Background: an optimization exercise with open tools, aiming at a short achievable clock period and few clock cycles. Do not read the settings as production practice. At most, simulation tests tie the RTL to the original design; equivalence was not proved. Function not checked in runs 3 and 4: the RTL went through the layout flow alone. Power is estimated from default activity; no workload was simulated.

`design.v`:
```
`default_nettype none
package rv_pkg;
    localparam int xlen       = 32;
    localparam int count_w    = 40;
    localparam int reg_addr_w = 5;
    localparam logic [6:0] op_imm    = 7'b0010011;
    localparam logic [6:0] op_op     = 7'b0110011;
    localparam logic [6:0] op_lui    = 7'b0110111;
    localparam logic [6:0] op_auipc  = 7'b0010111;
    localparam logic [6:0] op_jal    = 7'b1101111;
    localparam logic [6:0] op_jalr   = 7'b1100111;
    localparam logic [6:0] op_branch = 7'b1100011;
    localparam logic [6:0] op_load   = 7'b0000011;
    localparam logic [6:0] op_store  = 7'b0100011;
    localparam logic [2:0] f3_add = 3'b000;
    localparam logic [2:0] f3_sll = 3'b001;
    localparam logic [2:0] f3_xor = 3'b100;
    localparam logic [2:0] f3_sra = 3'b101;
    localparam logic [2:0] f3_and = 3'b111;
    localparam logic [2:0] f3_beq = 3'b000;
    localparam logic [2:0] f3_bne = 3'b001;
    localparam logic [2:0] f3_blt = 3'b100;
    localparam logic [2:0] f3_bge = 3'b101;
    localparam logic [6:0] f7_base = 7'b0000000;
    localparam logic [6:0] f7_alt  = 7'b0100000;  
    typedef union packed {
        struct packed {
            logic [6:0]            funct7;
            logic [reg_addr_w-1:0] rs2;
            logic [reg_addr_w-1:0] rs1;
            logic [2:0]            funct3;
            logic [reg_addr_w-1:0] rd;
            logic [6:0]            opcode;
        } r;
        struct packed {
            logic [11:0]           imm;
            logic [reg_addr_w-1:0] rs1;
            logic [2:0]            funct3;
            logic [reg_addr_w-1:0] rd;
            logic [6:0]            opcode;
        } i;
        struct packed {
            logic [6:0]            imm_hi;
            logic [reg_addr_w-1:0] rs2;
            logic [reg_addr_w-1:0] rs1;
            logic [2:0]            funct3;
            logic [4:0]            imm_lo;
            logic [6:0]            opcode;
        } s;
        struct packed {
            logic [19:0]           imm;
            logic [reg_addr_w-1:0] rd;
            logic [6:0]            opcode;
        } u;
        struct packed {
            logic                  imm12;
            logic [5:0]            imm10_5;
            logic [reg_addr_w-1:0] rs2;
            logic [reg_addr_w-1:0] rs1;
            logic [2:0]            funct3;
            logic [3:0]            imm4_1;
            logic                  imm11;
            logic [6:0]            opcode;
        } b;
        struct packed {
            logic                  imm20;
            logic [9:0]            imm10_1;
            logic                  imm11;
            logic [7:0]            imm19_12;
            logic [reg_addr_w-1:0] rd;
            logic [6:0]            opcode;
        } j;
    } instr_t;
endpackage
`default_nettype wire
`timescale 1ns/100ps
`default_nettype none
module rv_core #(
    parameter int mem_words   = 262144,
    parameter int dmem_addr_w = 18,
    parameter int imem_addr_w = 15
) (
    input  wire                            clk,
    input  wire                            rst,
    output logic [imem_addr_w-1:0]         imem_addr,
    input  wire [31:0]                     imem_data,
    output logic [dmem_addr_w-1:0]         dmem_addr,
    output logic [31:0]                    dmem_wdata,
    output logic                           dmem_we,
    input  wire [31:0]                     dmem_rdata,
    output logic                           halted,
    output logic [39:0]                    retired
);
    localparam int nbtb = 8;
    localparam logic [6:0] op_imm    = 7'b0010011;
    localparam logic [6:0] op_op     = 7'b0110011;
    localparam logic [6:0] op_lui    = 7'b0110111;
    localparam logic [6:0] op_auipc  = 7'b0010111;
    localparam logic [6:0] op_jal    = 7'b1101111;
    localparam logic [6:0] op_jalr   = 7'b1100111;
    localparam logic [6:0] op_branch = 7'b1100011;
    localparam logic [6:0] op_load   = 7'b0000011;
    localparam logic [6:0] op_store  = 7'b0100011;
    logic [31:0] pc_f;
    logic [31:0][31:0] rfv;    
    logic        ex_valid;
    logic [31:0] ex_pc, ex_pc4, ex_imm;
    logic [31:0] ex_a, ex_badd, ex_b2, ex_const;
    logic [4:0]  ex_shamt;
    logic [4:0]  ex_rd;
    logic        ex_wr, ex_load, ex_store, ex_jal, ex_jalr, ex_sub;
    logic        ex_beq, ex_bne, ex_blt, ex_bge;
    logic        ex_sel_add, ex_sel_xor, ex_sel_and, ex_sel_sll, ex_sel_sra;
    logic        ex_pred;
    logic [nbtb-1:0] ex_hit;
    logic        ex_sd_fwd;
    logic        mem_load;
    logic [4:0]  mem_rd;
    logic        mem_sd_fwd;
    logic [nbtb-1:0] btb_v;
    logic [31:0]     btb_tag [0:nbtb-1];
    logic [31:0]     btb_tgt [0:nbtb-1];
    logic [2:0] btb_ptr;
    assign imem_addr = pc_f[imem_addr_w+1:2];
    logic [31:0] sum, tgt, ex_res, x_xor, x_and, x_sll, x_sra;
    logic        eq, lt, taken, act_taken, redirect, halt_now;
    logic [31:0] redirect_pc;
    assign sum   = ex_a + ex_badd + {31'b0, ex_sub};
    assign tgt   = ex_pc + ex_imm;
    assign x_xor = ex_a ^ ex_b2;
    assign x_and = ex_a & ex_b2;
    assign x_sll = ex_a << ex_shamt;
    assign x_sra = $signed(ex_a) >>> ex_shamt;
    assign ex_res = ({32{ex_sel_add}} & sum) | ({32{ex_sel_xor}} & x_xor) |
                    ({32{ex_sel_and}} & x_and) | ({32{ex_sel_sll}} & x_sll) |
                    ({32{ex_sel_sra}} & x_sra) | ex_const;
    assign eq    = (ex_a == ex_b2);
    assign lt    = (ex_a[31] ^ ex_b2[31]) ? ex_a[31] : sum[31];
    assign taken = (ex_beq & eq) | (ex_bne & ~eq) | (ex_blt & lt) | (ex_bge & ~lt);
    assign act_taken = ex_jal | taken;
    assign redirect  = ex_valid & (ex_jalr | (act_taken != ex_pred));
    assign redirect_pc = ex_jalr ? {sum[31:1], 1'b0} : (act_taken ? tgt : ex_pc4);
    assign halt_now  = ex_valid & ((act_taken & (tgt[imem_addr_w+1:2] == ex_pc[imem_addr_w+1:2])) |
                                   (ex_jalr & (sum[imem_addr_w+1:2] == ex_pc[imem_addr_w+1:2])));
    logic [6:0] opc;
    logic [2:0] f3;
    logic [6:0] f7;
    logic [4:0] rs1, rs2, rd;
    logic       d_imm, d_op, d_lui, d_auipc, d_jal, d_jalr, d_br, d_load, d_store;
    logic [31:0] imm_i, imm_s, imm_u, imm_b, imm_j;
    assign opc = imem_data[6:0];
    assign rd  = imem_data[11:7];
    assign f3  = imem_data[14:12];
    assign rs1 = imem_data[19:15];
    assign rs2 = imem_data[24:20];
    assign f7  = imem_data[31:25];
    assign d_imm   = (opc == op_imm);
    assign d_op    = (opc == op_op);
    assign d_lui   = (opc == op_lui);
    assign d_auipc = (opc == op_auipc);
    assign d_jal   = (opc == op_jal);
    assign d_jalr  = (opc == op_jalr);
    assign d_br    = (opc == op_branch);
    assign d_load  = (opc == op_load);
    assign d_store = (opc == op_store);
    assign imm_i = {{20{imem_data[31]}}, imem_data[31:20]};
    assign imm_s = {{20{imem_data[31]}}, imem_data[31:25], imem_data[11:7]};
    assign imm_u = {imem_data[31:12], 12'b0};
    assign imm_b = {{19{imem_data[31]}}, imem_data[31], imem_data[7], imem_data[30:25],
                    imem_data[11:8], 1'b0};
    assign imm_j = {{11{imem_data[31]}}, imem_data[31], imem_data[19:12], imem_data[20],
                    imem_data[30:21], 1'b0};
    logic use1, use2, d_wr;
    assign use1 = d_imm | d_op | d_jalr | d_br | d_load | d_store;
    assign use2 = d_op | d_br | d_store;
    assign d_wr = (d_imm | d_op | d_lui | d_auipc | d_jal | d_jalr) & (rd != 5'd0);
    logic ex_fw1, ex_fw2, mem_fw1, mem_fw2, ld1, ld2, stall, sd_fwd;
    assign ex_fw1  = ex_valid & ex_wr & (ex_rd == rs1);
    assign ex_fw2  = ex_valid & ex_wr & (ex_rd == rs2);
    assign ld1     = ex_valid & ex_load & (ex_rd == rs1) & (rs1 != 5'd0);
    assign ld2     = ex_valid & ex_load & (ex_rd == rs2) & (rs2 != 5'd0);
    assign mem_fw1 = mem_load & (mem_rd == rs1);
    assign mem_fw2 = mem_load & (mem_rd == rs2);
    assign stall   = (use1 & ld1) | (use2 & ~d_store & ld2);
    assign sd_fwd  = d_store & ld2;
    logic [31:0] rf1, rf2, v1, v2;
    assign rf1 = rfv[rs1];
    assign rf2 = rfv[rs2];
    assign v1  = ex_fw1 ? ex_res : (mem_fw1 ? dmem_rdata : rf1);
    assign v2  = ex_fw2 ? ex_res : (mem_fw2 ? dmem_rdata : rf2);
    logic [nbtb-1:0] hit;
    logic            pred;
    logic [31:0]     pred_pc;
    always_comb begin
        pred_pc = '0;
        for (int i = 0; i < nbtb; i++) begin
            hit[i] = btb_v[i] & (btb_tag[i] == pc_f);
            pred_pc = pred_pc | ({32{hit[i]}} & btb_tgt[i]);
        end
    end
    assign pred = |hit;
    logic [31:0] pc_f4;
    assign pc_f4 = pc_f + 32'd4;
    logic d_sub, d_immb;
    assign d_sub  = (d_op & (f3 == 3'b000) & (f7 == 7'b0100000)) | d_br;
    assign d_immb = d_imm | d_load | d_store | d_auipc | d_jalr;
    logic fd_go;
    assign fd_go = ~halted & ~halt_now & ~redirect & ~stall;
    assign rfv[0] = 32'd0;
    for (genvar r = 1; r < 32; r++) begin : g_rf
        logic [31:0] q;
        always_ff @(posedge clk) begin
            if (r == 2 && !rst)
                q <= 32'(mem_words * 4);
            else if (ex_valid & ex_wr & (ex_rd == 5'(r)))
                q <= ex_res;
            else if (mem_load & (mem_rd == 5'(r)))
                q <= dmem_rdata;
        end
        assign rfv[r] = q;
    end
    always_ff @(posedge clk) begin
        ex_pc     <= pc_f;
        ex_pc4    <= pc_f4;
        ex_imm    <= d_jal ? imm_j : imm_b;
        ex_a      <= d_auipc ? pc_f : v1;
        ex_badd   <= d_immb ? (d_store ? imm_s : (d_auipc ? imm_u : imm_i)) : (d_sub ? ~v2 : v2);
        ex_b2     <= d_imm ? imm_i : v2;
        ex_shamt  <= rs2;
        ex_rd     <= rd;
        ex_wr     <= d_wr;
        ex_load   <= d_load;
        ex_store  <= d_store;
        ex_jal    <= d_jal;
        ex_jalr   <= d_jalr;
        ex_sub    <= d_sub;
        ex_beq    <= d_br & (f3 == 3'b000);
        ex_bne    <= d_br & (f3 == 3'b001);
        ex_blt    <= d_br & (f3 == 3'b100);
        ex_bge    <= d_br & (f3 == 3'b101);
        ex_sel_add <= (d_imm & (f3 == 3'b000)) | d_auipc |
                      (d_op & (f3 == 3'b000) & ((f7 == 7'b0000000) | (f7 == 7'b0100000)));
        ex_sel_xor <= (d_imm | d_op) & (f3 == 3'b100);
        ex_sel_and <= d_imm & (f3 == 3'b111);
        ex_sel_sll <= d_imm & (f3 == 3'b001);
        ex_sel_sra <= d_imm & (f3 == 3'b101);
        ex_const  <= d_lui ? imm_u : ((d_jal | d_jalr) ? pc_f4 : 32'd0);
        ex_pred   <= pred;
        ex_hit    <= hit;
        ex_sd_fwd <= sd_fwd;
        if (ex_load | ex_store) dmem_addr <= sum[dmem_addr_w+1:2];
        if (ex_store) dmem_wdata <= ex_sd_fwd ? dmem_rdata : ex_b2;
        mem_rd  <= ex_rd;
        if (!rst) begin
            pc_f     <= '0;
            ex_valid <= 1'b0;
            mem_load <= 1'b0;
            dmem_we  <= 1'b0;
            halted   <= 1'b0;
            retired  <= '0;
            btb_v    <= '0;
            btb_ptr  <= '0;
        end else begin
            ex_valid <= fd_go;
            mem_load <= ex_valid & ex_load & (ex_rd != 5'd0);
            dmem_we  <= ex_valid & ex_store;
            if (halt_now) halted <= 1'b1;
            if (ex_valid) retired <= retired + 40'd1;
            if (redirect)
                pc_f <= redirect_pc;
            else if (!stall)
                pc_f <= pred ? pred_pc : pc_f4;
            if (ex_valid) begin
                if (act_taken & ~ex_pred) begin
                    btb_v[btb_ptr]   <= 1'b1;
                    btb_tag[btb_ptr] <= ex_pc;
                    btb_tgt[btb_ptr] <= tgt;
                    btb_ptr          <= btb_ptr + 1'b1;
                end else if (~act_taken & ex_pred) begin
                    btb_v <= btb_v & ~ex_hit;
                end
            end
        end
    end
endmodule
`default_nettype wire
```
`run.sh`:
```
#!/bin/bash
# synth_recipe.tcl (not shown) runs the flow's synth.tcl, then flattens the netlist and writes it again
# the make line also repeats each setting of config.mk as NAME=value (left out here)
make -C /OpenROAD-flow-scripts/flow DESIGN_CONFIG=/design/flow/config.mk WORK_HOME=/design/flow/orfs CLKGATE_MAP_FILE= SYNTH_SCRIPT=/design/flow/synth_recipe.tcl finish
```
`config.mk`:
```
export PLATFORM = sky130hd
export DESIGN_NAME = rv_core
export DESIGN_NICKNAME = rv_core
export VERILOG_FILES = /design/flow/design.v
export SDC_FILE = /design/flow/constraint.sdc
export NUM_CORES = 4
export LEC_CHECK = 0
export ABC_CLOCK_PERIOD_IN_PS = 2400
export CAP_MARGIN = 20
export CORE_MARGIN = 2
export CORE_UTILIZATION = 40
export PLACE_DENSITY = 0.6
export SETUP_SLACK_MARGIN = 3.6
export SLEW_MARGIN = 20
```
`constraint.sdc`:
```
create_clock -name core_clock -period 6.0 [get_ports {clk}]
set_input_delay 1.2000 -clock core_clock [delete_from_list [all_inputs] [get_ports {clk}]]
set_output_delay 1.2000 -clock core_clock [all_outputs]
set_load 0.01 [all_outputs]
```
==> results of run 1 <==
==> sequential cells by signal (all words and copies together) (netlist names), 8 cells and up <==
signal / cells
g_rf.q: 992
btb_tag: 256
btb_tgt: 248
retired: 40
dmem_wdata: 32
ex_a: 32
ex_b2: 32
ex_badd: 32
ex_const: 32
ex_pc4: 32
pc_f: 32
ex_pc: 30
ex_imm: 20
dmem_addr: 18
btb_v: 8
ex_hit: 8
==> cells by family after synthesis <==
logic type / Yosys count
xor+xnor: 444
buf+inv: 943
simple gates: 2073
fa+ha+maj: 102
mux: 902
compound gates: 2127
flops: 1883
==> through the flow <==
step	total power, W	std cells	setup slack (ns)
6_report	0.0337	12900	1.78
5_1_grt	0.0343	12900	1.72
4_1_cts	0.0330	12600	1.76
3_5_place_dp	0.0190	11500	0.651
3_3_place_gp	0.0190	11500	0.760
2_1_floorplan	0.0171	8474	0.884
==> routing by layer <==
layer	part of all wire	track usage	routed length, um	up-vias
met3	0.16	0.129	79800	2165
met1	0.33	0.460	165000	43500
met5	0.00067	0	332	-
met2	0.42	0.532	208000	7890
li1	-	-	-	34000
met4	0.092	0.258	45800	32
==> path summary, 6_finish.rpt <==
kind                      start                       end  slack, ns  depth (start not counted)
max reg2reg  ex_badd[4]$_DFF_P_      pc_f[0]$_SDFFE_PN0P_       1.78                         20
min           ex_pc[25]$_DFF_P_  btb_tag[0][25]$_DFFE_PP_       0.43                          0
min reg2reg   ex_pc[25]$_DFF_P_  btb_tag[0][25]$_DFFE_PP_       0.43                          0
max          ex_badd[4]$_DFF_P_      pc_f[0]$_SDFFE_PN0P_       1.78                         20
==> cells in the mapped netlist, types with 13 or more instances <==
master	number	share of area
edfxtp_1	1514	0.45
nor2_1	1017	0.038
a21oi_1	988	0.049
clkbuf_1	669	0.025
mux4_2	640	0.14
nand2_1	619	0.023
o21ai_0	538	0.027
dfxtp_1	369	0.074
xor2_1	254	0.022
xnor2_1	187	0.016
mux2i_1	183	0.018
buf_2	105	0.0052
ha_1	99	0.012
nand3_1	93	0.0046
a211oi_1	86	0.0064
buf_1	80	0.0030
a22oi_1	78	0.0058
mux2_2	78	0.0088
a21o_1	67	0.0050
nor4_1	67	0.0042
nand4_1	66	0.0041
inv_1	64	0.0024
a221oi_1	61	0.0053
nor3_1	58	0.0029
o211ai_1	37	0.0028
o22ai_1	37	0.0023
a22o_1	35	0.0031
and3_1	30	0.0019
a221o_1	25	0.0025
a31oi_1	23	0.0014
and2_1	21	0.0013
nand2b_1	21	0.0013
buf_4	20	0.0015
or3_1	15	0.00094
a32oi_1	13	0.0011
and4_1	13	0.0011
==> final cells by class <==
| cell class | count | area [um^2] | share of cell area |
|---|---|---|---|
| Antenna cell | 22 | 55.1 | 0.000404 |
| Clock buffer | 285 | 5730 | 0.0420 |
| Clock inverter | 95 | 1220 | 0.00898 |
| Inverter | 68 | 300 | 0.00220 |
| Multi-Input combinational cell | 5675 | 52100 | 0.382 |
| Sequential cell | 1883 | 53200 | 0.390 |
| Tap cell | 3330 | 4170 | 0.0306 |
| Timing Repair Buffer | 1518 | 19600 | 0.144 |
| Timing Repair inverter | 1 | 7.51 | 0.0000550 |
==> where the power goes <==
group	leakage, nW	total [W]	internal (W)	switching (W)
clock network	3.36	0.0132	0.00738	0.00585
logic	28.6	0.00605	0.00251	0.00353
registers	16.8	0.0144	0.0142	0.000233
==> critical path, cell delays in order, from the launching register on <==
cell and delay [ns]:
dfxtp_2 0.37, ha_4 0.33, o211ai_1 0.13, o21ai_2 0.25
a311oi_2 0.15, a21bo_4 0.28, and2_4 0.18, buf_6 0.12
nor4_4 0.27, nor4b_4 0.10, nor3_4 0.34, inv_2 0.11
ha_4 0.32, inv_4 0.04, o21ai_4 0.23, buf_12 0.18
buf_6 0.14, nand2_8 0.10, a31oi_4 0.17, a31oi_1 0.07
a311oi_1 0.25
==> what timing repair did <==
action | in CTS | in global routing
pin swaps | 303 | 289
setup buffers | 505 | 246
setup endpoints to repair | 3031 | 2544
cloned | 151 | 46
resized for setup | 2254 | 1025
==> key figures, run 1 <==
Synthesis
  • Main synth FF type: edfxtp_1
  • Mapped Avg Cell Area: around 12 um^2
  • Post-synthesis mux area share: 0.171
  • Compound-Gate Fraction of Synth Area: 0.124
  • Async set or reset register ratio after synthesis: 0
  • Sequential area share after synthesis: 0.527
  • Syn. warnings: 1
  • Yosys cell types: just under 100
  • Adder-cell area share of the yosys netlist: 0.0130
  • Main combinational cell family by area after synthesis: multiplexers
  • Post-synth EDFFs: around 1500
  • Simple-Gate Fraction of Synth Area: 0.0881
  • Post-Synth XOR/XNOR Area: 0.0392
  • Cell count after synthesis: roughly 8500
  • Synthesis-stage register bit count: 1883
  • Post-synthesis net count: about 8600
  • Cell Area, Synth: between 100000 and 150000 um^2

Placed design
  • Placed cell area: approximately 110000 um^2
  • Port buffer count: ~170
  • Dpl hpwl: 277000 um
  • GP Congestion: slightly above 1

Layout
  • Area growth syn-to-layout: 36.0%
  • Fraction of layout cells with a size suffix above 1: 0.417
  • Post-route cell area: about 140000 um^2
  • Utilization after layout: 0.548
  • Filler instances: between 15000 and 20000
  • Most common cell after layout, fill and taps aside: edfxtp_1
  • Fin nets: 9519
  • Most frequent cells in the layout: edfxtp_1 (1514), nor2_1 (940), mux4_2 (640)

Die
  • Core area: 249000 um^2
  • Die H: roughly 500 um
  • Die X: 505 um
  • IO Pins: about 170
  • Site Rows: about 180
  • Initial Utilization: 0.403
  • DIE AREA: approximately 250000 um^2

Critical path
  • Critical Path RT: ~7 ns
  • Startpoint Class: flip-flop
  • Worst Path Class, Setup: reg2reg
  • Critical Path End Type: flip-flop
  • Worst Path Max Fanout: 6
  • CP Data Arrival Time: slightly above 5 ns

CTS
  • CTS buffer count: 204
  • Clk sink count: roughly 1900
  • Reg clk slew, reported paths: around 0.060 ns
  • CTS tree: done
  • H-tree Lvls: 4
  • CTS Buffer Depth: 3
  • Clk root buf: clkbuf_16
  • Post-CTS Hold Buffers: 0
  • Worst skew pair latency: 0.95 ns

Timing
  • RSZ-0062 raised after global routing: yes
  • Max-slew headroom: 0.0785
  • Worst hold slack: between 0.4 and 0.5 ns
  • Period utilization: 0.704
  • Worst Skew: between 0.1 and 0.15 ns
  • Hold Vio Cnt, Final: 0
  • Fin crit period: between 4 and 5 ns
  • Measured slew at the worst slew-check pin: between 1 and 1.5 ns
  • Setup TNS: 0 ns
  • Fin. max-slew vios: 0
  • Peak Freq: roughly 240 MHz
  • Endpoints failing setup: 0

Run status
  • Status: finished clean

Global route
  • Global-route wire length before repair: around 660000 um
  • Initial antenna violation count: 36
  • Grt ovf: 0
  • Overall routing resource usage: 0.368
  • Vias in the first global route: roughly 81000
  • Largest net degree at the start of global routing: 66

Flow run
  • Max_cap viols: 0

Pwr
  • Peak VDD IR: between 0.3 and 0.4 mV
  • Lkg Pwr: 48.8 nW
  • Power Density: between 200 and 250 nW/um^2

Route
  • Wire length per cell: just under 40 um
  • Initial DRC Count: ~15000
  • Final wirelength: about 500000 um
  • Final ANT Viol Nets: 0
  • Vias/cell: ~6.8
  • Routed vias: 87600
  • DR pass1 iterations: 7
  • # DRC: 0

Min path
  • Hold Path Class: reg2reg
Testbench counts, summed over its fixed seeds: cycles 79,038.
==> run 2, diff against run 1 <==
--- a/design.v
+++ b/design.v
@@ -75,6 +75,39 @@
 `default_nettype wire
 `timescale 1ns/100ps
 `default_nettype none
+module rv_ks_add #(
+    parameter int w = 32
+) (
+    input  wire [w-1:0]  a,
+    input  wire [w-1:0]  b,
+    input  wire          cin,
+    output logic [w-1:0] s,
+    output logic         cout
+);
+    localparam int nl = (w <= 2) ? 1 : (w <= 4) ? 2 : (w <= 8) ? 3 : (w <= 16) ? 4 :
+                        (w <= 32) ? 5 : 6;
+    logic [(nl+1)*w-1:0] g, p;
+    logic [w-1:0]        p0;
+    assign p0       = a ^ b;
+    assign g[w-1:0] = (a & b) | {{(w-1){1'b0}}, p0[0] & cin};
+    assign p[w-1:0] = p0;
+    for (genvar l = 0; l < nl; l++) begin : g_lvl
+        for (genvar i = 0; i < w; i++) begin : g_bit
+            if (i >= (1 << l)) begin : g_op
+                assign g[(l+1)*w+i] = g[l*w+i] | (p[l*w+i] & g[l*w+i-(1<<l)]);
+                assign p[(l+1)*w+i] = p[l*w+i] & p[l*w+i-(1<<l)];
+            end else begin : g_pass
+                assign g[(l+1)*w+i] = g[l*w+i];
+                assign p[(l+1)*w+i] = p[l*w+i];
+            end
+        end
+    end
+    assign s    = p0 ^ {g[nl*w +: w-1], cin};
+    assign cout = g[nl*w+w-1];
+endmodule
+`default_nettype wire
+`timescale 1ns/100ps
+`default_nettype none
 module rv_core #(
     parameter int mem_words   = 262144,
     parameter int dmem_addr_w = 18,
@@ -114,19 +147,26 @@
     logic        ex_pred;
     logic [nbtb-1:0] ex_hit;
     logic        ex_sd_fwd;
-    logic        mem_load;
-    logic [4:0]  mem_rd;
-    logic        mem_sd_fwd;
+    logic        s2_wr, s2_load;
+    logic [4:0]  s2_rd;
+    logic [31:0] s2_res, s2_val;
     logic [nbtb-1:0] btb_v;
     logic [31:0]     btb_tag [0:nbtb-1];
     logic [31:0]     btb_tgt [0:nbtb-1];
     logic [2:0] btb_ptr;
+    logic            bu_add, bu_del;
+    logic [31:0]     bu_pc, bu_tgt;
+    logic [nbtb-1:0] bu_hit;
     assign imem_addr = pc_f[imem_addr_w+1:2];
     logic [31:0] sum, tgt, ex_res, x_xor, x_and, x_sll, x_sra;
     logic        eq, lt, taken, act_taken, redirect, halt_now;
     logic [31:0] redirect_pc;
-    assign sum   = ex_a + ex_badd + {31'b0, ex_sub};
-    assign tgt   = ex_pc + ex_imm;
+    logic sum_co, tgt_co, ge_s, pc4_co;
+    rv_ks_add #(.w(32)) u_sum (.a(ex_a), .b(ex_badd), .cin(ex_sub), .s(sum), .cout(sum_co));
+    rv_ks_add #(.w(32)) u_tgt (.a(ex_pc), .b(ex_imm), .cin(1'b0), .s(tgt), .cout(tgt_co));
+    logic [31:0] cmp_s;
+    rv_ks_add #(.w(32)) u_cmp (.a({~ex_a[31], ex_a[30:0]}), .b({~ex_badd[31], ex_badd[30:0]}),
+                               .cin(1'b1), .s(cmp_s), .cout(ge_s));
     assign x_xor = ex_a ^ ex_b2;
     assign x_and = ex_a & ex_b2;
     assign x_sll = ex_a << ex_shamt;
@@ -135,13 +175,16 @@
                     ({32{ex_sel_and}} & x_and) | ({32{ex_sel_sll}} & x_sll) |
                     ({32{ex_sel_sra}} & x_sra) | ex_const;
     assign eq    = (ex_a == ex_b2);
-    assign lt    = (ex_a[31] ^ ex_b2[31]) ? ex_a[31] : sum[31];
+    assign lt    = ~ge_s;
     assign taken = (ex_beq & eq) | (ex_bne & ~eq) | (ex_blt & lt) | (ex_bge & ~lt);
     assign act_taken = ex_jal | taken;
     assign redirect  = ex_valid & (ex_jalr | (act_taken != ex_pred));
     assign redirect_pc = ex_jalr ? {sum[31:1], 1'b0} : (act_taken ? tgt : ex_pc4);
     assign halt_now  = ex_valid & ((act_taken & (tgt[imem_addr_w+1:2] == ex_pc[imem_addr_w+1:2])) |
                                    (ex_jalr & (sum[imem_addr_w+1:2] == ex_pc[imem_addr_w+1:2])));
+    logic [39:0] ret_inc;
+    logic        ret_co;
+    rv_ks_add #(.w(40)) u_ret (.a(retired), .b(40'd1), .cin(1'b0), .s(ret_inc), .cout(ret_co));
     logic [6:0] opc;
     logic [2:0] f3;
     logic [6:0] f7;
@@ -179,15 +222,16 @@
     assign ex_fw2  = ex_valid & ex_wr & (ex_rd == rs2);
     assign ld1     = ex_valid & ex_load & (ex_rd == rs1) & (rs1 != 5'd0);
     assign ld2     = ex_valid & ex_load & (ex_rd == rs2) & (rs2 != 5'd0);
-    assign mem_fw1 = mem_load & (mem_rd == rs1);
-    assign mem_fw2 = mem_load & (mem_rd == rs2);
+    assign mem_fw1 = s2_wr & (s2_rd == rs1);
+    assign mem_fw2 = s2_wr & (s2_rd == rs2);
+    assign s2_val  = s2_load ? dmem_rdata : s2_res;
     assign stall   = (use1 & ld1) | (use2 & ~d_store & ld2);
     assign sd_fwd  = d_store & ld2;
     logic [31:0] rf1, rf2, v1, v2;
     assign rf1 = rfv[rs1];
     assign rf2 = rfv[rs2];
-    assign v1  = ex_fw1 ? ex_res : (mem_fw1 ? dmem_rdata : rf1);
-    assign v2  = ex_fw2 ? ex_res : (mem_fw2 ? dmem_rdata : rf2);
+    assign v1  = ex_fw1 ? ex_res : (mem_fw1 ? s2_val : rf1);
+    assign v2  = ex_fw2 ? ex_res : (mem_fw2 ? s2_val : rf2);
     logic [nbtb-1:0] hit;
     logic            pred;
     logic [31:0]     pred_pc;
@@ -200,7 +244,8 @@
     end
     assign pred = |hit;
     logic [31:0] pc_f4;
-    assign pc_f4 = pc_f + 32'd4;
+    rv_ks_add #(.w(30)) u_pc4 (.a(pc_f[31:2]), .b(30'd1), .cin(1'b0), .s(pc_f4[31:2]), .cout(pc4_co));
+    assign pc_f4[1:0] = pc_f[1:0];
     logic d_sub, d_immb;
     assign d_sub  = (d_op & (f3 == 3'b000) & (f7 == 7'b0100000)) | d_br;
     assign d_immb = d_imm | d_load | d_store | d_auipc | d_jalr;
@@ -212,10 +257,8 @@
         always_ff @(posedge clk) begin
             if (r == 2 && !rst)
                 q <= 32'(mem_words * 4);
-            else if (ex_valid & ex_wr & (ex_rd == 5'(r)))
-                q <= ex_res;
-            else if (mem_load & (mem_rd == 5'(r)))
-                q <= dmem_rdata;
+            else if (s2_wr & (s2_rd == 5'(r)))
+                q <= s2_val;
         end
         assign rfv[r] = q;
     end
@@ -250,11 +293,18 @@
         ex_sd_fwd <= sd_fwd;
         if (ex_load | ex_store) dmem_addr <= sum[dmem_addr_w+1:2];
         if (ex_store) dmem_wdata <= ex_sd_fwd ? dmem_rdata : ex_b2;
-        mem_rd  <= ex_rd;
+        s2_rd   <= ex_rd;
+        s2_res  <= ex_res;
+        s2_load <= ex_load;
+        bu_pc   <= ex_pc;
+        bu_tgt  <= tgt;
+        bu_hit  <= ex_hit;
         if (!rst) begin
             pc_f     <= '0;
             ex_valid <= 1'b0;
-            mem_load <= 1'b0;
+            s2_wr    <= 1'b0;
+            bu_add   <= 1'b0;
+            bu_del   <= 1'b0;
             dmem_we  <= 1'b0;
             halted   <= 1'b0;
             retired  <= '0;
@@ -262,23 +312,23 @@
             btb_ptr  <= '0;
         end else begin
             ex_valid <= fd_go;
-            mem_load <= ex_valid & ex_load & (ex_rd != 5'd0);
+            s2_wr    <= ex_valid & (ex_wr | (ex_load & (ex_rd != 5'd0)));
             dmem_we  <= ex_valid & ex_store;
             if (halt_now) halted <= 1'b1;
-            if (ex_valid) retired <= retired + 40'd1;
+            if (ex_valid) retired <= ret_inc;
             if (redirect)
                 pc_f <= redirect_pc;
             else if (!stall)
                 pc_f <= pred ? pred_pc : pc_f4;
-            if (ex_valid) begin
-                if (act_taken & ~ex_pred) begin
-                    btb_v[btb_ptr]   <= 1'b1;
-                    btb_tag[btb_ptr] <= ex_pc;
-                    btb_tgt[btb_ptr] <= tgt;
-                    btb_ptr          <= btb_ptr + 1'b1;
-                end else if (~act_taken & ex_pred) begin
-                    btb_v <= btb_v & ~ex_hit;
-                end
+            bu_add <= ex_valid & act_taken & ~ex_pred;
+            bu_del <= ex_valid & ~act_taken & ex_pred;
+            if (bu_add) begin
+                btb_v[btb_ptr]   <= 1'b1;
+                btb_tag[btb_ptr] <= bu_pc;
+                btb_tgt[btb_ptr] <= bu_tgt;
+                btb_ptr          <= btb_ptr + 1'b1;
+            end else if (bu_del) begin
+                btb_v <= btb_v & ~bu_hit;
             end
         end
     end
==> run 2 against run 1 <==
  * Worst hold slack worse by 0.10 ns
  * Power rose by 0.62%
  * Die area shrank 8.1%
  * Cell area shrank 15%
  * Synthesized area fell by 8.1%
  * Clock skew shrank 0.057 ns
  * Non-clock buffer count fell by 590
  * Routed wire length is 27% lower
  * Global-route usage is 6.5 points lower
  * Critical endpoint is now pc_f[5]$_SDFFE_PN0P_
==> key figures, run 2 <==
Pwr
  • Combinational Power Share: 0.161
  • Switching Power: 0.00898 W
  • Peak VDD IR: ~0.29 mV
  • Power Density: roughly 290 nW/um^2
  • Sw frac: 0.265
  • Cell Int Power: 0.0250 W
  • Share of total power in sequential cells: 0.451
  • Clock Power Share: 0.389
  • Lkg Pwr: between 40 and 50 nW

Global route
  • Global-route wire length before repair: roughly 500000 um
  • Grt ovf: 0
  • Vias in the first global route: 61900
  • Grt met2 use: 0.472
  • Met1 usage: 0.392
  • M3 GR Usage: 0.0629
  • Initial antenna violation count: 30
  • Overall routing resource usage: 0.303
  • Grt peak-use layer: met2
  • Largest net degree at the start of global routing: between 60 and 70

Timing
  • Max-slew headroom: 0.261
  • Fin. max-slew vios: 0
  • Worst Skew: just under 0.06 ns
  • Peak Freq: 291 MHz
  • Fin crit period: ~3.4 ns
  • Hold Vio Cnt, Final: 0
  • RSZ-0062 raised after global routing: yes
  • Measured slew at the worst slew-check pin: around 1.1 ns
  • Endpoints failing setup: 0
  • Setup TNS: 0 ns
  • Worst hold slack: between 0.3 and 0.4 ns
  • Period utilization: 0.574

Synthesis
  • Synth area leaders: edfxtp_1 (49%), mux4_2 (16%), dfxtp_1 (10%), mux2i_1 (2.3%), xor2_1 (2.1%)
  • Post-synth EDFFs: around 1500
  • Yosys cell types: 89
  • Main synth FF type: edfxtp_1
  • Async set or reset register ratio after synthesis: 0
  • Cell taking the most area after synthesis: edfxtp_1
  • Count leader, synth: edfxtp_1
  • Cell Area, Synth: roughly 92000 um^2
  • Cell count after synthesis: 6129
  • Synthesis-stage register bit count: between 1500 and 2000
  • Share of the synthesized area in the top cell type: 0.494
  • Post-synthesis net count: between 6000 and 7000
  • Syn. warnings: 1
  • Sequential area share after synthesis: 0.597
  • Synth top cells by count: edfxtp_1 (1514), mux4_2 (645), dfxtp_1 (475), a21oi_1 (332), nor2_1 (320)
  • Mapped Avg Cell Area: approximately 15 um^2

Layout
  • Max reg flops: ~990
  • Fraction of layout cells with a size suffix above 1: 0.393
  • Top reg by flops: g_rf.q
  • Fin nets: 6989
  • Non-Filler Instances: 10000
  • Area growth syn-to-layout: 26.6%
  • Biggest regs: g_rf.q: 992 flops, btb_tag: 256 flops, btb_tgt: 248 flops
  • Most frequent cells in the layout: edfxtp_1 (1514), mux4_2 (645), buf_4 (453)
  • Post-route cell area: around 120000 um^2
  • Utilization after layout: 0.508
  • Most common cell after layout, fill and taps aside: edfxtp_1

Placed design
  • Placed cell area: approximately 100000 um^2
  • Dpl hpwl: about 220000 um
  • Inst Count DP: roughly 9100
  • Port buffer count: ~170
  • GP Congestion: just under 1

Flow run
  • Max_cap viols: 0

CTS
  • Worst skew pair latency: between 0.8 and 0.9 ns
  • H-tree Lvls: 4
  • CTS buffer count: about 210
  • CTS tree: done
  • Clk root buf: clkbuf_16
  • CTS Buffer Depth: 3
  • Clk sink count: 1989
  • Post-CTS Hold Buffers: 0
  • Reg clk slew, reported paths: roughly 0.060 ns

Die
  • Die X: 484 um
  • DIE AREA: around 230000 um^2
  • Site Rows: 176
  • Initial Utilization: 0.401
  • IO Pins: 173
  • Die H: about 480 um
  • Core area: between 200000 and 250000 um^2

Route
  • Initial DRC Count: 9179
  • Routed vias: about 64000
  • Final wirelength: 362000 um
  • Final ANT Viol Nets: 0
  • # DRC: 0
  • DR pass1 iterations: 8
  • Wire length per cell: around 36 um
  • Vias/cell: around 6.4

Critical path
  • Worst Path Max Fanout: 5
  • Kind of cell adding the most delay to the critical path: multiplexers
  • Critical Path RT: roughly 6.7 ns
  • Crit path buf inv count: 2
  • Slowest-stage cell, CP: or4b_1
  • Startpoint Class: flip-flop
  • Cells along the critical path: ha_4, nor2b_4, o211ai_1, a2111oi_4, or4b_1, a21o_1, and2_4, mux2i_4, buf_12, buf_16, mux2_2, mux2i_2, o32ai_2
  • CP Data Arrival Time: 4.17 ns
  • Critical Path End Type: flip-flop
  • Worst Path Class, Setup: reg2reg
  • Slowest stage delay, CP: 0.48 ns

Min path
  • Hold Path Class: reg2reg

Run status
  • Status: finished clean
run 2: power groups by stage:
stage / Combinational, W / Clock (W) / Sequential, W
after detailed placement: 0.00364 / 0 / 0.0156
after global placement: 0.00364 / 0 / 0.0156
after global routing: 0.00560 / 0.0138 / 0.0153
after CTS: 0.00500 / 0.0133 / 0.0153
final: 0.00545 / 0.0132 / 0.0153
after floorplan: 0.00221 / 0 / 0.0154
run 2: cell type report:
type | instances | area (um^2)
diodes | 8 | 20.0
clock buffers | 292 | 5870
clock inverters | 100 | 1110
fillers | 18800 | 113000
inverters | 66 | 267
multi-input cells | 3628 | 40000
flip-flops and latches | 1989 | 55400
well taps | 3026 | 3790
repair buffers | 928 | 10200
run 2: timing repair:
action / CTS / global route
setup buffers: 377 / 98
endpoints found under the setup margin: 1198 / 493
pin swaps: 249 / 190
resized for setup: 1685 / 307
endpoints found under the hold margin: 0 / 0
cloned: 43 / 1
run 2: through the flow:
stage | total power (W) | setup slack, ns
3_3_place_gp | 0.0192 | 1.19
2_1_floorplan | 0.0176 | 2.53
5_1_grt | 0.0347 | 2.48
4_1_cts | 0.0336 | 2.68
3_5_place_dp | 0.0192 | 1.17
6_report | 0.0339 | 2.56
run 2: worst reg2reg max path, cell delays in order, from the launching register on:
cell	delay, ns
dfxtp_4	0.39
ha_4	0.21
nor2b_4	0.12
o211ai_1	0.30
a2111oi_4	0.13
or4b_1	0.48
a21o_1	0.25
and2_4	0.19
mux2i_4	0.31
buf_12	0.18
buf_16	0.14
mux2_2	0.35
mux2i_2	0.18
o32ai_2	0.10
run 2: path summary, 6_finish.rpt:
path / slack, ns / depth (start not counted) / start / end
min reg2reg: 0.33 / 0 / ex_hit[5]$_DFF_P_ / bu_hit[5]$_DFF_P_
max reg2reg: 2.56 / 13 / ex_badd[1]$_DFF_P_ / pc_f[5]$_SDFFE_PN0P_
min: 0.33 / 0 / ex_hit[5]$_DFF_P_ / bu_hit[5]$_DFF_P_
max: 2.56 / 13 / ex_badd[1]$_DFF_P_ / pc_f[5]$_SDFFE_PN0P_
run 2: kinds of logic (layout without fill, tap and decap cells):
family | after synthesis | in the layout | share of synthesized area
other cells | 0 | 8 | 0
buf+inv | 520 | 1386 | 0.0243
simple gates | 1115 | 1123 | 0.0594
flops | 1989 | 1989 | 0.597
compound gates | 1018 | 1018 | 0.0712
mux | 953 | 953 | 0.193
fa+ha+maj | 104 | 104 | 0.0144
xor+xnor | 430 | 430 | 0.0410
run 2: per-layer routing:
metal  up-vias  wire length [um]
met4        12             27000
met2      4380            166000
met3      1055             38200
met5         -                90
li1      25700                 -
met1     33000            131000
Testbench counts of run 2, summed over its fixed seeds: cycles 79,038.
==> run 3, diff against run 2 <==
--- a/design.v
+++ b/design.v
@@ -124,7 +124,7 @@
     output logic                           halted,
     output logic [39:0]                    retired
 );
-    localparam int nbtb = 8;
+    localparam int nbtb = 4;
     localparam logic [6:0] op_imm    = 7'b0010011;
     localparam logic [6:0] op_op     = 7'b0110011;
     localparam logic [6:0] op_lui    = 7'b0110111;
@@ -135,13 +135,13 @@
     localparam logic [6:0] op_load   = 7'b0000011;
     localparam logic [6:0] op_store  = 7'b0100011;
     logic [31:0] pc_f;
-    logic [31:0][31:0] rfv;    
+    logic [imem_addr_w-1:0] ia_n;    
     logic        ex_valid;
     logic [31:0] ex_pc, ex_pc4, ex_imm;
     logic [31:0] ex_a, ex_badd, ex_b2, ex_const;
     logic [4:0]  ex_shamt;
     logic [4:0]  ex_rd;
-    logic        ex_wr, ex_load, ex_store, ex_jal, ex_jalr, ex_sub;
+    logic        ex_wr, ex_load, ex_store, ex_jal, ex_jalr, ex_br, ex_sub, ex_self;
     logic        ex_beq, ex_bne, ex_blt, ex_bge;
     logic        ex_sel_add, ex_sel_xor, ex_sel_and, ex_sel_sll, ex_sel_sra;
     logic        ex_pred;
@@ -153,18 +153,17 @@
     logic [nbtb-1:0] btb_v;
     logic [31:0]     btb_tag [0:nbtb-1];
     logic [31:0]     btb_tgt [0:nbtb-1];
-    logic [2:0] btb_ptr;
+    logic [1:0]      btb_ptr;
     logic            bu_add, bu_del;
     logic [31:0]     bu_pc, bu_tgt;
     logic [nbtb-1:0] bu_hit;
-    assign imem_addr = pc_f[imem_addr_w+1:2];
+    assign imem_addr = ~ia_n;
     logic [31:0] sum, tgt, ex_res, x_xor, x_and, x_sll, x_sra;
-    logic        eq, lt, taken, act_taken, redirect, halt_now;
-    logic [31:0] redirect_pc;
-    logic sum_co, tgt_co, ge_s, pc4_co;
+    logic        eq, lt, taken, act_taken, redirect, halt_now, jalr_self;
+    logic sum_co, tgt_co, ge_s;
+    logic [31:0] cmp_s;
     rv_ks_add #(.w(32)) u_sum (.a(ex_a), .b(ex_badd), .cin(ex_sub), .s(sum), .cout(sum_co));
     rv_ks_add #(.w(32)) u_tgt (.a(ex_pc), .b(ex_imm), .cin(1'b0), .s(tgt), .cout(tgt_co));
-    logic [31:0] cmp_s;
     rv_ks_add #(.w(32)) u_cmp (.a({~ex_a[31], ex_a[30:0]}), .b({~ex_badd[31], ex_badd[30:0]}),
                                .cin(1'b1), .s(cmp_s), .cout(ge_s));
     assign x_xor = ex_a ^ ex_b2;
@@ -178,10 +177,9 @@
     assign lt    = ~ge_s;
     assign taken = (ex_beq & eq) | (ex_bne & ~eq) | (ex_blt & lt) | (ex_bge & ~lt);
     assign act_taken = ex_jal | taken;
-    assign redirect  = ex_valid & (ex_jalr | (act_taken != ex_pred));
-    assign redirect_pc = ex_jalr ? {sum[31:1], 1'b0} : (act_taken ? tgt : ex_pc4);
-    assign halt_now  = ex_valid & ((act_taken & (tgt[imem_addr_w+1:2] == ex_pc[imem_addr_w+1:2])) |
-                                   (ex_jalr & (sum[imem_addr_w+1:2] == ex_pc[imem_addr_w+1:2])));
+    assign redirect  = ex_valid & (ex_jalr | (act_taken ^ ex_pred));
+    assign jalr_self = (sum[imem_addr_w+1:2] == ex_pc[imem_addr_w+1:2]);
+    assign halt_now  = ex_valid & ((act_taken & ex_self) | (ex_jalr & jalr_self));
     logic [39:0] ret_inc;
     logic        ret_co;
     rv_ks_add #(.w(40)) u_ret (.a(retired), .b(40'd1), .cin(1'b0), .s(ret_inc), .cout(ret_co));
@@ -213,25 +211,50 @@
                     imem_data[11:8], 1'b0};
     assign imm_j = {{11{imem_data[31]}}, imem_data[31], imem_data[19:12], imem_data[20],
                     imem_data[30:21], 1'b0};
+    logic [31:0] imm_bj;
+    logic        cy_bj, self_bj;
+    assign imm_bj  = d_jal ? imm_j : imm_b;
+    assign cy_bj   = imm_bj[1] & pc_f[1];
+    assign self_bj = cy_bj ? (&imm_bj[imem_addr_w+1:2]) : ~(|imm_bj[imem_addr_w+1:2]);
     logic use1, use2, d_wr;
     assign use1 = d_imm | d_op | d_jalr | d_br | d_load | d_store;
     assign use2 = d_op | d_br | d_store;
     assign d_wr = (d_imm | d_op | d_lui | d_auipc | d_jal | d_jalr) & (rd != 5'd0);
-    logic ex_fw1, ex_fw2, mem_fw1, mem_fw2, ld1, ld2, stall, sd_fwd;
-    assign ex_fw1  = ex_valid & ex_wr & (ex_rd == rs1);
-    assign ex_fw2  = ex_valid & ex_wr & (ex_rd == rs2);
-    assign ld1     = ex_valid & ex_load & (ex_rd == rs1) & (rs1 != 5'd0);
-    assign ld2     = ex_valid & ex_load & (ex_rd == rs2) & (rs2 != 5'd0);
-    assign mem_fw1 = s2_wr & (s2_rd == rs1);
-    assign mem_fw2 = s2_wr & (s2_rd == rs2);
-    assign s2_val  = s2_load ? dmem_rdata : s2_res;
-    assign stall   = (use1 & ld1) | (use2 & ~d_store & ld2);
-    assign sd_fwd  = d_store & ld2;
-    logic [31:0] rf1, rf2, v1, v2;
-    assign rf1 = rfv[rs1];
-    assign rf2 = rfv[rs2];
-    assign v1  = ex_fw1 ? ex_res : (mem_fw1 ? s2_val : rf1);
-    assign v2  = ex_fw2 ? ex_res : (mem_fw2 ? s2_val : rf2);
+    logic ex_fw1, ex_fw2, s2_fw1, s2_fw2, ld1, ld2, stall, sd_fwd;
+    assign ex_fw1 = ex_valid & ex_wr & (ex_rd == rs1);
+    assign ex_fw2 = ex_valid & ex_wr & (ex_rd == rs2);
+    assign ld1    = ex_valid & ex_load & (ex_rd == rs1) & (rs1 != 5'd0);
+    assign ld2    = ex_valid & ex_load & (ex_rd == rs2) & (rs2 != 5'd0);
+    assign s2_fw1 = s2_wr & (s2_rd == rs1);
+    assign s2_fw2 = s2_wr & (s2_rd == rs2);
+    assign s2_val = s2_load ? dmem_rdata : s2_res;
+    assign stall  = (use1 & ld1) | (use2 & ~d_store & ld2);
+    assign sd_fwd = d_store & ld2;
+    logic [31:0][31:0] q;    
+    logic [31:0] rf1, rf2, w1, w2;
+    always_comb begin
+        rf1 = '0;
+        rf2 = '0;
+        for (int r = 1; r < 32; r++) begin
+            rf1 = rf1 | ({32{rs1 == 5'(r)}} & q[r]);
+            rf2 = rf2 | ({32{rs2 == 5'(r)}} & q[r]);
+        end
+    end
+    assign w1 = s2_fw1 ? s2_val : rf1;
+    assign w2 = s2_fw2 ? s2_val : rf2;
+    logic d_sub, d_immb;
+    logic [31:0] immv;
+    assign d_sub  = (d_op & (f3 == 3'b000) & (f7 == 7'b0100000)) | d_br;
+    assign d_immb = d_imm | d_load | d_store | d_auipc | d_jalr;
+    assign immv   = d_store ? imm_s : (d_auipc ? imm_u : imm_i);
+    logic        fa, fb, fb2;
+    logic [31:0] a_early, b_early, b2_early;
+    assign fa       = ex_fw1 & ~d_auipc;
+    assign fb       = ex_fw2 & ~d_immb;
+    assign fb2      = ex_fw2 & ~d_imm;
+    assign a_early  = d_auipc ? pc_f : w1;
+    assign b_early  = d_immb ? immv : (d_sub ? ~w2 : w2);
+    assign b2_early = d_imm ? imm_i : w2;
     logic [nbtb-1:0] hit;
     logic            pred;
     logic [31:0]     pred_pc;
@@ -244,31 +267,45 @@
     end
     assign pred = |hit;
     logic [31:0] pc_f4;
+    logic        pc4_co;
     rv_ks_add #(.w(30)) u_pc4 (.a(pc_f[31:2]), .b(30'd1), .cin(1'b0), .s(pc_f4[31:2]), .cout(pc4_co));
     assign pc_f4[1:0] = pc_f[1:0];
-    logic d_sub, d_immb;
-    assign d_sub  = (d_op & (f3 == 3'b000) & (f7 == 7'b0100000)) | d_br;
-    assign d_immb = d_imm | d_load | d_store | d_auipc | d_jalr;
+    logic [31:0] norm, x_t, x_nt, x_nb, pc_next;
+    assign norm = stall ? pc_f : (pred ? pred_pc : pc_f4);
+    assign x_t  = ex_pred ? norm : tgt;
+    assign x_nt = ex_pred ? ex_pc4 : norm;
+    always_comb begin
+        if (ex_valid & ex_jalr)
+            x_nb = {sum[31:1], 1'b0};
+        else if (ex_valid & ex_jal & ~ex_pred)
+            x_nb = tgt;
+        else if (ex_valid & ~ex_jal & ex_pred)
+            x_nb = ex_pc4;
+        else
+            x_nb = norm;
+    end
+    assign pc_next = (ex_valid & ex_br) ? (taken ? x_t : x_nt) : x_nb;
     logic fd_go;
-    assign fd_go = ~halted & ~halt_now & ~redirect & ~stall;
-    assign rfv[0] = 32'd0;
+    assign fd_go = ~halted & ~redirect & ~stall;
+    assign q[0] = 32'd0;
     for (genvar r = 1; r < 32; r++) begin : g_rf
-        logic [31:0] q;
+        logic [31:0] x;
         always_ff @(posedge clk) begin
             if (r == 2 && !rst)
-                q <= 32'(mem_words * 4);
+                x <= 32'(mem_words * 4);
             else if (s2_wr & (s2_rd == 5'(r)))
-                q <= s2_val;
+                x <= s2_val;
         end
-        assign rfv[r] = q;
+        assign q[r] = x;
     end
     always_ff @(posedge clk) begin
         ex_pc     <= pc_f;
         ex_pc4    <= pc_f4;
-        ex_imm    <= d_jal ? imm_j : imm_b;
-        ex_a      <= d_auipc ? pc_f : v1;
-        ex_badd   <= d_immb ? (d_store ? imm_s : (d_auipc ? imm_u : imm_i)) : (d_sub ? ~v2 : v2);
-        ex_b2     <= d_imm ? imm_i : v2;
+        ex_imm    <= imm_bj;
+        ex_self   <= self_bj;
+        ex_a      <= fa ? ex_res : a_early;
+        ex_badd   <= fb ? (d_sub ? ~ex_res : ex_res) : b_early;
+        ex_b2     <= fb2 ? ex_res : b2_early;
         ex_shamt  <= rs2;
         ex_rd     <= rd;
         ex_wr     <= d_wr;
@@ -276,6 +313,7 @@
         ex_store  <= d_store;
         ex_jal    <= d_jal;
         ex_jalr   <= d_jalr;
+        ex_br     <= d_br;
         ex_sub    <= d_sub;
         ex_beq    <= d_br & (f3 == 3'b000);
         ex_bne    <= d_br & (f3 == 3'b001);
@@ -301,6 +339,7 @@
         bu_hit  <= ex_hit;
         if (!rst) begin
             pc_f     <= '0;
+            ia_n     <= '1;
             ex_valid <= 1'b0;
             s2_wr    <= 1'b0;
             bu_add   <= 1'b0;
@@ -311,15 +350,13 @@
             btb_v    <= '0;
             btb_ptr  <= '0;
         end else begin
+            pc_f     <= pc_next;
+            ia_n     <= ~pc_next[imem_addr_w+1:2];
             ex_valid <= fd_go;
             s2_wr    <= ex_valid & (ex_wr | (ex_load & (ex_rd != 5'd0)));
             dmem_we  <= ex_valid & ex_store;
             if (halt_now) halted <= 1'b1;
             if (ex_valid) retired <= ret_inc;
-            if (redirect)
-                pc_f <= redirect_pc;
-            else if (!stall)
-                pc_f <= pred ? pred_pc : pc_f4;
             bu_add <= ex_valid & act_taken & ~ex_pred;
             bu_del <= ex_valid & ~act_taken & ex_pred;
             if (bu_add) begin
==> run 3 against run 2 <==
  * Setup slack worse by 0.12 ns
  * Clock-buffer cell count is 48 lower
  * Cell count is 5.2% higher
  * Synthesized cell count is 7.8% higher
  * Non-clock buffer count is 472 higher
  * Clock skew is 0.013 ns lower
  * Worst hold slack worse by 0.0064 ns
  * Sequential cell count is 248 lower
  * Critical endpoint is now ex_badd[19]$_DFF_P_
  * Synthesized area is 14% lower
  * Register-to-register slack worse by 0.12 ns
  * Largest cell class unchanged
  * Highest routed layer unchanged
==> key figures, run 3 <==
Run status
  • Status: finished clean

Synthesis
  • Sequential area share after synthesis: 0.600
  • Synth top cells by count: edfxtp_1 (1262), a22oi_1 (874), nand2_1 (497), dfxtp_1 (479), nor2_1 (449)
  • Mapped Avg Cell Area: 12.0 um^2
  • Cell count after synthesis: ~6600
  • Post-synth EDFFs: around 1300
  • Main synth FF type: edfxtp_1
  • Post-synthesis net count: roughly 6800
  • Cell Area, Synth: a little under 80000 um^2
  • Count leader, synth: edfxtp_1
  • Synth area leaders: edfxtp_1 (48%), dfxtp_1 (12%), a22oi_1 (8.3%), nand2_1 (2.4%), nor2_1 (2.1%)
  • Synthesis-stage register bit count: roughly 1700
  • Share of the synthesized area in the top cell type: 0.479
  • Yosys cell types: around 110
  • Cell taking the most area after synthesis: edfxtp_1
  • Syn. warnings: 1
  • Async set or reset register ratio after synthesis: 0

Layout
  • Most frequent cells in the layout: edfxtp_1 (1262), a22oi_1 (825), buf_4 (788)
  • Fraction of layout cells with a size suffix above 1: 0.370
  • Post-route cell area: approximately 110000 um^2
  • Filler instances: 16200
  • Biggest regs: g_rf.x: 992 flops, btb_tag: 128 flops, btb_tgt: 124 flops
  • Non-Filler Instances: ~11000
  • Max reg flops: slightly below 1000
  • Fin nets: slightly below 8000
  • Most common cell after layout, fill and taps aside: edfxtp_1
  • Area growth syn-to-layout: 37.0%
  • Top reg by flops: g_rf.x

Global route
  • Vias in the first global route: about 70000
  • Grt ovf: 0
  • Global-route wire length before repair: around 590000 um
  • Initial antenna violation count: 31
  • Overall routing resource usage: 0.425
  • Largest net degree at the start of global routing: 64

Placed design
  • Inst Count DP: around 9300
  • Worst slack at placement: ~0.14 ns
  • Port buffer count: ~170
  • GP Congestion: a little over 1
  • Placed cell area: between 80000 and 90000 um^2
  • Dpl hpwl: about 270000 um

Timing
  • Worst setup margin: between 2 and 2.5 ns
  • Peak Freq: 281 MHz
  • Max-slew headroom: 0.245
  • Hold Vio Cnt, Final: 0
  • Fin. max-slew vios: 0
  • Worst Skew: 0.0445 ns
  • Period utilization: 0.593
  • Fin crit period: about 3.6 ns
  • RSZ-0062 raised after global routing: yes
  • Endpoints failing setup: 0
  • Measured slew at the worst slew-check pin: ~1.1 ns

CTS
  • H-tree Lvls: 4
  • Worst skew pair latency: 0.89 ns
  • CTS tree: done
  • CTS Buffer Depth: 3
  • Clk sink count: ~1700
  • CTS buffer count: approximately 180
  • Clk root buf: clkbuf_16
  • Post-CTS Hold Buffers: 0
  • Reg clk slew, reported paths: approximately 0.06 ns

Min path
  • Hold path startpoint: ex_hit[2]$_DFF_P_
  • Hold Path Class: reg2reg
  • Hold Path Cell Cnt: 0

Critical path
  • Worst reg2reg startpoint: ex_a[10]$_DFF_P_
  • Startpoint Class: flip-flop
  • Crit Reg-Reg Endpoint: ex_badd[19]$_DFF_P_
  • CP Data Arrival Time: roughly 4.3 ns
  • Critical path depth in cells: 12
  • Critical Path End Type: flip-flop
  • Kind of cell adding the most delay to the critical path: compound AO/OA/AOI/OAI gates
  • Worst Path Class, Setup: reg2reg
  • Slowest-stage cell, CP: dfxtp_4
  • Setup crit end: ex_badd[19]$_DFF_P_
  • Critical Path RT: ~6.8 ns
  • Worst R2R Path Depth: 12
  • Slowest stage delay, CP: about 0.5 ns
  • Worst Path Max Fanout: 10
  • Cells along the critical path: ha_4, a21oi_1, o21ai_2, or3_1, o211a_4, buf_6, o21a_1, o21ai_2, mux2i_1, a221o_2, xnor2_2, a21oi_1
  • Critical path origin: ex_a[10]$_DFF_P_
  • R2R Setup Slk: about 2.4 ns
  • Crit path buf inv count: 1

Die
  • Initial Utilization: 0.402
  • DIE AREA: just over 200000 um^2
  • Die H: approximately 450 um
  • IO Pins: 173
  • Core area: roughly 200000 um^2
  • Die X: 449 um
  • Site Rows: approximately 160

Route
  • Wire length per cell: 42.6 um
  • Final ANT Viol Nets: 0
  • Final wirelength: approximately 450000 um
  • DR pass1 iterations: 10
  • Initial DRC Count: roughly 14000
  • Routed vias: roughly 74000
  • Vias/cell: ~7.0
  • # DRC: 0

Pwr
  • Peak VDD IR: between 0.3 and 0.4 mV
  • Power Density: a little under 300 nW/um^2
  • Lkg Pwr: between 40 and 50 nW

Flow run
  • Max_cap viols: 0
-- run 3: report_power, final --
part / internal (W) / leakage, nW / switching [W] / total (W)
sequential: 0.0130 / 16.4 / 0.000412 / 0.0134
clock: 0.00663 / 3.01 / 0.00515 / 0.0118
combinational: 0.00292 / 21.2 / 0.00373 / 0.00665
total: 0.0226 / 40.7 / 0.00929 / 0.0319
-- run 3: kinds of logic after synthesis --
| logic type | after synthesis | share of synthesized area |
|---|---|---|
| multiplexers | 206 | 0.0372 |
| AO/OA/AOI/OAI | 1876 | 0.172 |
| buffers and inverters | 574 | 0.0300 |
| AND/OR/NAND/NOR | 1790 | 0.109 |
| XOR/XNOR | 320 | 0.0354 |
| adder cells (fa/ha/maj) | 103 | 0.0166 |
| flip-flops | 1741 | 0.600 |
-- run 3: how the worst min path moves through the flow --
stage | endpoint | slack [ns]
floorplan | bu_hit[0]$_DFF_P_ | 0.31
global placement | bu_hit[1]$_DFF_P_ | 0.31
detailed placement | bu_hit[3]$_DFF_P_ | 0.32
CTS | bu_hit[2]$_DFF_P_ | 0.32
global route | bu_hit[2]$_DFF_P_ | 0.34
finish | bu_hit[2]$_DFF_P_ | 0.32
-- run 3: area by class of cell --
type	instances	area, um^2	share of cell area
Clock buffer	244	5050	0.0466
Multi-Input combinational cell	4305	36000	0.332
Clock inverter	102	1120	0.0103
Timing Repair Buffer	1400	14500	0.134
Timing Repair inverter	3	45.0	0.000415
Sequential cell	1741	47900	0.442
Antenna cell	22	55.1	0.000508
Tap cell	2640	3300	0.0305
Inverter	97	448	0.00413
-- run 3: layer usage --
metal,vias to the layer above,global-route usage,share of wire
met5,-,0.0156,0.0013
met1,36100,0.493,0.33
li1,28200,-,-
met3,2447,0.171,0.15
met4,32,0.364,0.11
met2,7250,0.609,0.41
-- run 3: through the flow --
stage               total power, W  utilization  TNS, ns  hold slack [ns]
detailed placement          0.0175        0.442        0            0.316
finish                      0.0319        0.550        0            0.322
floorplan                   0.0156            -        0            0.310
CTS                         0.0308        0.530        0            0.324
global route                0.0324        0.550        0            0.341
global placement            0.0175        0.441   -0.152            0.313
-- run 3: timing repair --
action	4_1_cts	5_1_grt
endpoints found under the setup margin	994	830
resized for setup	1800	517
gates cloned	33	3
setup buffers	627	208
pin swaps	385	327
==> run 4, diff against run 3 <==
--- a/design.v
+++ b/design.v
@@ -266,12 +266,17 @@
         end
     end
     assign pred = |hit;
+    logic        spred;
+    logic [31:0] spc;
+    logic        spc_co;
+    rv_ks_add #(.w(32)) u_spc (.a(pc_f), .b(imm_bj), .cin(1'b0), .s(spc), .cout(spc_co));
+    assign spred = d_jal | (d_br & imem_data[31]);
     logic [31:0] pc_f4;
     logic        pc4_co;
     rv_ks_add #(.w(30)) u_pc4 (.a(pc_f[31:2]), .b(30'd1), .cin(1'b0), .s(pc_f4[31:2]), .cout(pc4_co));
     assign pc_f4[1:0] = pc_f[1:0];
     logic [31:0] norm, x_t, x_nt, x_nb, pc_next;
-    assign norm = stall ? pc_f : (pred ? pred_pc : pc_f4);
+    assign norm = stall ? pc_f : (pred ? pred_pc : (spred ? spc : pc_f4));
     assign x_t  = ex_pred ? norm : tgt;
     assign x_nt = ex_pred ? ex_pc4 : norm;
     always_comb begin
@@ -326,7 +331,7 @@
         ex_sel_sll <= d_imm & (f3 == 3'b001);
         ex_sel_sra <= d_imm & (f3 == 3'b101);
         ex_const  <= d_lui ? imm_u : ((d_jal | d_jalr) ? pc_f4 : 32'd0);
-        ex_pred   <= pred;
+        ex_pred   <= pred | spred;
         ex_hit    <= hit;
         ex_sd_fwd <= sd_fwd;
         if (ex_load | ex_store) dmem_addr <= sum[dmem_addr_w+1:2];
@@ -353,12 +358,12 @@
             pc_f     <= pc_next;
             ia_n     <= ~pc_next[imem_addr_w+1:2];
             ex_valid <= fd_go;
-            s2_wr    <= ex_valid & (ex_wr | (ex_load & (ex_rd != 5'd0)));
-            dmem_we  <= ex_valid & ex_store;
+            s2_wr    <= ex_valid & ~halted & (ex_wr | (ex_load & (ex_rd != 5'd0)));
+            dmem_we  <= ex_valid & ~halted & ex_store;
             if (halt_now) halted <= 1'b1;
-            if (ex_valid) retired <= ret_inc;
-            bu_add <= ex_valid & act_taken & ~ex_pred;
-            bu_del <= ex_valid & ~act_taken & ex_pred;
+            if (ex_valid & ~halted) retired <= ret_inc;
+            bu_add <= ex_valid & ~halted & act_taken & ~ex_pred;
+            bu_del <= ex_valid & ~halted & ~act_taken & ex_pred;
             if (bu_add) begin
                 btb_v[btb_ptr]   <= 1'b1;
                 btb_tag[btb_ptr] <= bu_pc;
==> run 4 against run 3 <==
  * Synthesized cell count up 5.4%
  * Worst hold slack improved by 0.0012 ns
  * Cell count increased by 3.2%
  * Setup slack lost 0.71 ns
  * Sequential cell count unchanged
  * Sequential power about the same
  * Die area up 2.5%
  * Core utilization is 0.58 points lower
  * Critical path depth up 7
  * Combinational power fell by about 10%
  * Clock skew increased by 0.040 ns
  * Largest power group unchanged
  * Highest routed layer unchanged
==> key figures, run 4 <==
CTS
  • Worst skew pair latency: around 0.91 ns
  • CTS Buffer Depth: 3
  • CTS tree: done
  • Clk root buf: clkbuf_16
  • Reg clk slew, reported paths: approximately 0.060 ns
  • H-tree Lvls: 4
  • CTS buffer count: approximately 190
  • Clk sink count: approximately 1700

Die
  • DIE AREA: ~210000 um^2
  • Die X: 454 um
  • Initial Utilization: 0.402
  • Die H: about 450 um
  • Core area: 202000 um^2
  • IO Pins: roughly 170
  • Site Rows: 165

Layout
  • Filler instances: around 17000
  • Most frequent cells in the layout: edfxtp_1 (1262), a22oi_1 (822), buf_4 (759)
  • Biggest regs: g_rf.x: 992 flops, btb_tag: 126 flops, btb_tgt: 126 flops
  • Fin nets: a little over 8000
  • Area growth syn-to-layout: 35.5%
  • Most common cell after layout, fill and taps aside: edfxtp_1
  • Max reg flops: between 900 and 1000
  • Non-Filler Instances: about 11000
  • Fraction of layout cells with a size suffix above 1: 0.354
  • Top reg by flops: g_rf.x

Synthesis
  • Synth top cells by count: edfxtp_1 (1262), a22oi_1 (888), nor2_1 (602), nand2_1 (518), dfxtp_1 (479)
  • Synthesis-stage register bit count: around 1700
  • Cell taking the most area after synthesis: edfxtp_1
  • Post-synth EDFFs: about 1300
  • Sequential area share after synthesis: 0.585
  • Synth area leaders: edfxtp_1 (47%), dfxtp_1 (12%), a22oi_1 (8.2%), nor2_1 (2.8%), xnor2_1 (2.4%)
  • Count leader, synth: edfxtp_1
  • Syn. warnings: 1
  • Mapped Avg Cell Area: about 12 um^2
  • Async set or reset register ratio after synthesis: 0
  • Share of the synthesized area in the top cell type: 0.467
  • Post-synthesis net count: just over 7000
  • Yosys cell types: around 100
  • Main synth FF type: edfxtp_1
  • Cell count after synthesis: 6966
  • Cell Area, Synth: ~81000 um^2

Placed design
  • Inst Count DP: just under 10000
  • GP Congestion: ~1.0
  • Port buffer count: ~170
  • Dpl hpwl: about 290000 um

Global route
  • Global-route wire length before repair: between 600000 and 700000 um
  • Overall routing resource usage: 0.424
  • Initial antenna violation count: 36
  • Vias in the first global route: slightly above 70000
  • Largest net degree at the start of global routing: 64
  • Grt ovf: 0

Run status
  • Status: finished clean

Route
  • Final wirelength: between 400000 and 500000 um
  • Final ANT Viol Nets: 0
  • Vias/cell: around 7.1
  • DR pass1 iterations: 14
  • # DRC: 0
  • Routed vias: about 78000
  • Wire length per cell: approximately 42 um
  • Initial DRC Count: about 16000

Critical path
  • Critical Path RT: 6.74 ns
  • Startpoint Class: input port
  • Worst Path Max Fanout: 6
  • Worst Path Class, Setup: in2reg
  • CP Data Arrival Time: 5.01 ns
  • Critical Path End Type: flip-flop

Pwr
  • Cell Int Power: between 0.02 and 0.025 W
  • Combinational Power Share: 0.188
  • Clock Power Share: 0.388
  • Lkg Pwr: just over 40 nW
  • Sw frac: 0.292
  • Power Density: between 200 and 300 nW/um^2
  • Peak VDD IR: 0.343 mV
  • Switching Power: around 0.0093 W
  • Share of total power in sequential cells: 0.424

Timing
  • Period utilization: 0.712
  • Setup TNS: 0 ns
  • Endpoints failing setup: 0
  • Worst hold slack: approximately 0.32 ns
  • Fin. max-slew vios: 0
  • Hold Vio Cnt, Final: 0
  • Fin crit period: about 4.3 ns
  • Max-slew headroom: 0.229
  • Peak Freq: approximately 230 MHz
  • RSZ-0062 raised after global routing: yes
  • Measured slew at the worst slew-check pin: 1.16 ns
  • Worst Skew: ~0.085 ns

Flow run
  • Max_cap viols: 0

Min path
  • Hold Path Class: reg2reg
-- run 4: cell count changes after synthesis, sizes merged, moves of 17 or more --
cell,change
nand4,+33
nand2,+21
and2,-24
a211oi,+19
a21oi,+21
a2111oi,-17
clkbuf,+21
xnor2,+55
a31oi,+17
xor2,-41
and3,-54
ha,+30
nor2,+152
buf,-17
-- run 4: cells by family after synthesis --
logic type,count (synthesis),share of synthesized area
AO/OA/AOI/OAI,2025,0.181
AND/OR/NAND/NOR,1948,0.113
flip-flops,1741,0.585
buffers and inverters,589,0.0295
XOR/XNOR,334,0.0363
multiplexers,195,0.0342
adder cells (fa/ha/maj),134,0.0210
-- run 4: per-stage QoR --
step | setup slack, ns | cell area [um^2] | total power (W) | util
CTS | 1.82 | 106000 | 0.0308 | 0.526
global route | 1.69 | 110000 | 0.0323 | 0.544
detailed placement | 0.186 | 90000 | 0.0175 | 0.446
global placement | 0.235 | 90000 | 0.0175 | 0.446
finish | 1.73 | 110000 | 0.0318 | 0.545
floorplan | 1.13 | 84100 | 0.0155 | -
-- run 4: final timing paths --
path / start / end / slack [ns] / depth (start not counted)
setup reg to reg: ex_a[0]$_DFF_P_ / pc_f[28]$_SDFF_PN0_ / 2.03 / 14
setup / recovery: imem_data[4] / ia_n[7]$_SDFF_PN1_ / 1.73 / 19
hold / removal: ex_hit[3]$_DFF_P_ / bu_hit[3]$_DFF_P_ / 0.32 / 0
hold reg to reg: ex_hit[3]$_DFF_P_ / bu_hit[3]$_DFF_P_ / 0.32 / 0
-- run 4: metal layers --
metal / wire length (um) / GRT usage / vias to the layer above
met5: 260 / 0.00443 / -
met4: 49900 / 0.348 / 28
met3: 72900 / 0.188 / 2540
met2: 183000 / 0.593 / 7908
met1: 150000 / 0.499 / 37700
li1: - / - / 29400
-- run 4: power by group through the flow --
stage,registers (W),clock network [W],logic [W]
6_report,0.0135,0.0123,0.00596
5_1_grt,0.0135,0.0128,0.00602
4_1_cts,0.0134,0.0123,0.00510
3_5_place_dp,0.0138,0,0.00373
3_3_place_gp,0.0138,0,0.00372
2_1_floorplan,0.0134,0,0.00210
-- run 4: critical path: stages --
cell      delay [ns]
buf_6           0.09
nand3b_1        0.21
nor2_4          0.20
buf_12          0.13
and3_4          0.18
buf_12          0.13
mux2_4          0.32
ha_4            0.17
fa_2            0.36
a21o_1          0.24
a221oi_2        0.35
o21ai_1         0.15
xnor2_1         0.15
nand2_1         0.08
o211ai_1        0.15
a31oi_4         0.20
mux2i_1         0.10
mux2_4          0.29
a221o_1         0.31
-- run 4: layout make-up --
class	count	area [um^2]	share of cell area
Antenna cell	22	55.1	0.000501
Clock buffer	244	5160	0.0469
Clock inverter	113	1350	0.0123
Inverter	108	460	0.00419
Multi-Input combinational cell	4645	38100	0.346
Sequential cell	1741	47900	0.436
Tap cell	2672	3340	0.0304
Timing Repair Buffer	1346	13600	0.124
-- run 4: what timing repair did --
action                      CTS  global route
pin swaps                   352           305
cloned                       13             9
setup endpoints to repair  1221           758
resized for setup          1723           471
setup buffers               544           165
hold buffers                  0             0

-- port drivers added, routing unchanged --
The flow's constraints put no driver on any port. The routed layouts listed below were extracted and timed again, unchanged, in two steps. Step 1, drivers: a clkbuf_16 drives clk and a buf_2 each remaining input, both assumed. Step 2 also shifts input and output timing later by t, the mid clock arrival at the registers, as if the neighbouring blocks saw the same clock. a / b / c = no drivers / after step 1 / after step 2; a / b = the first two.
run | t (ns) | slack for setup (ns)
run 1 | 1.002 | 1.776 / 1.776 / 1.225
run 2 | 0.955 | 2.558 / 2.360 / 1.406
run 3 | 0.968 | 2.440 / 2.440 / 1.754
run 4 | 0.960 | 1.728 / 1.786 / 0.826
After both steps every run listed still meets setup and hold.
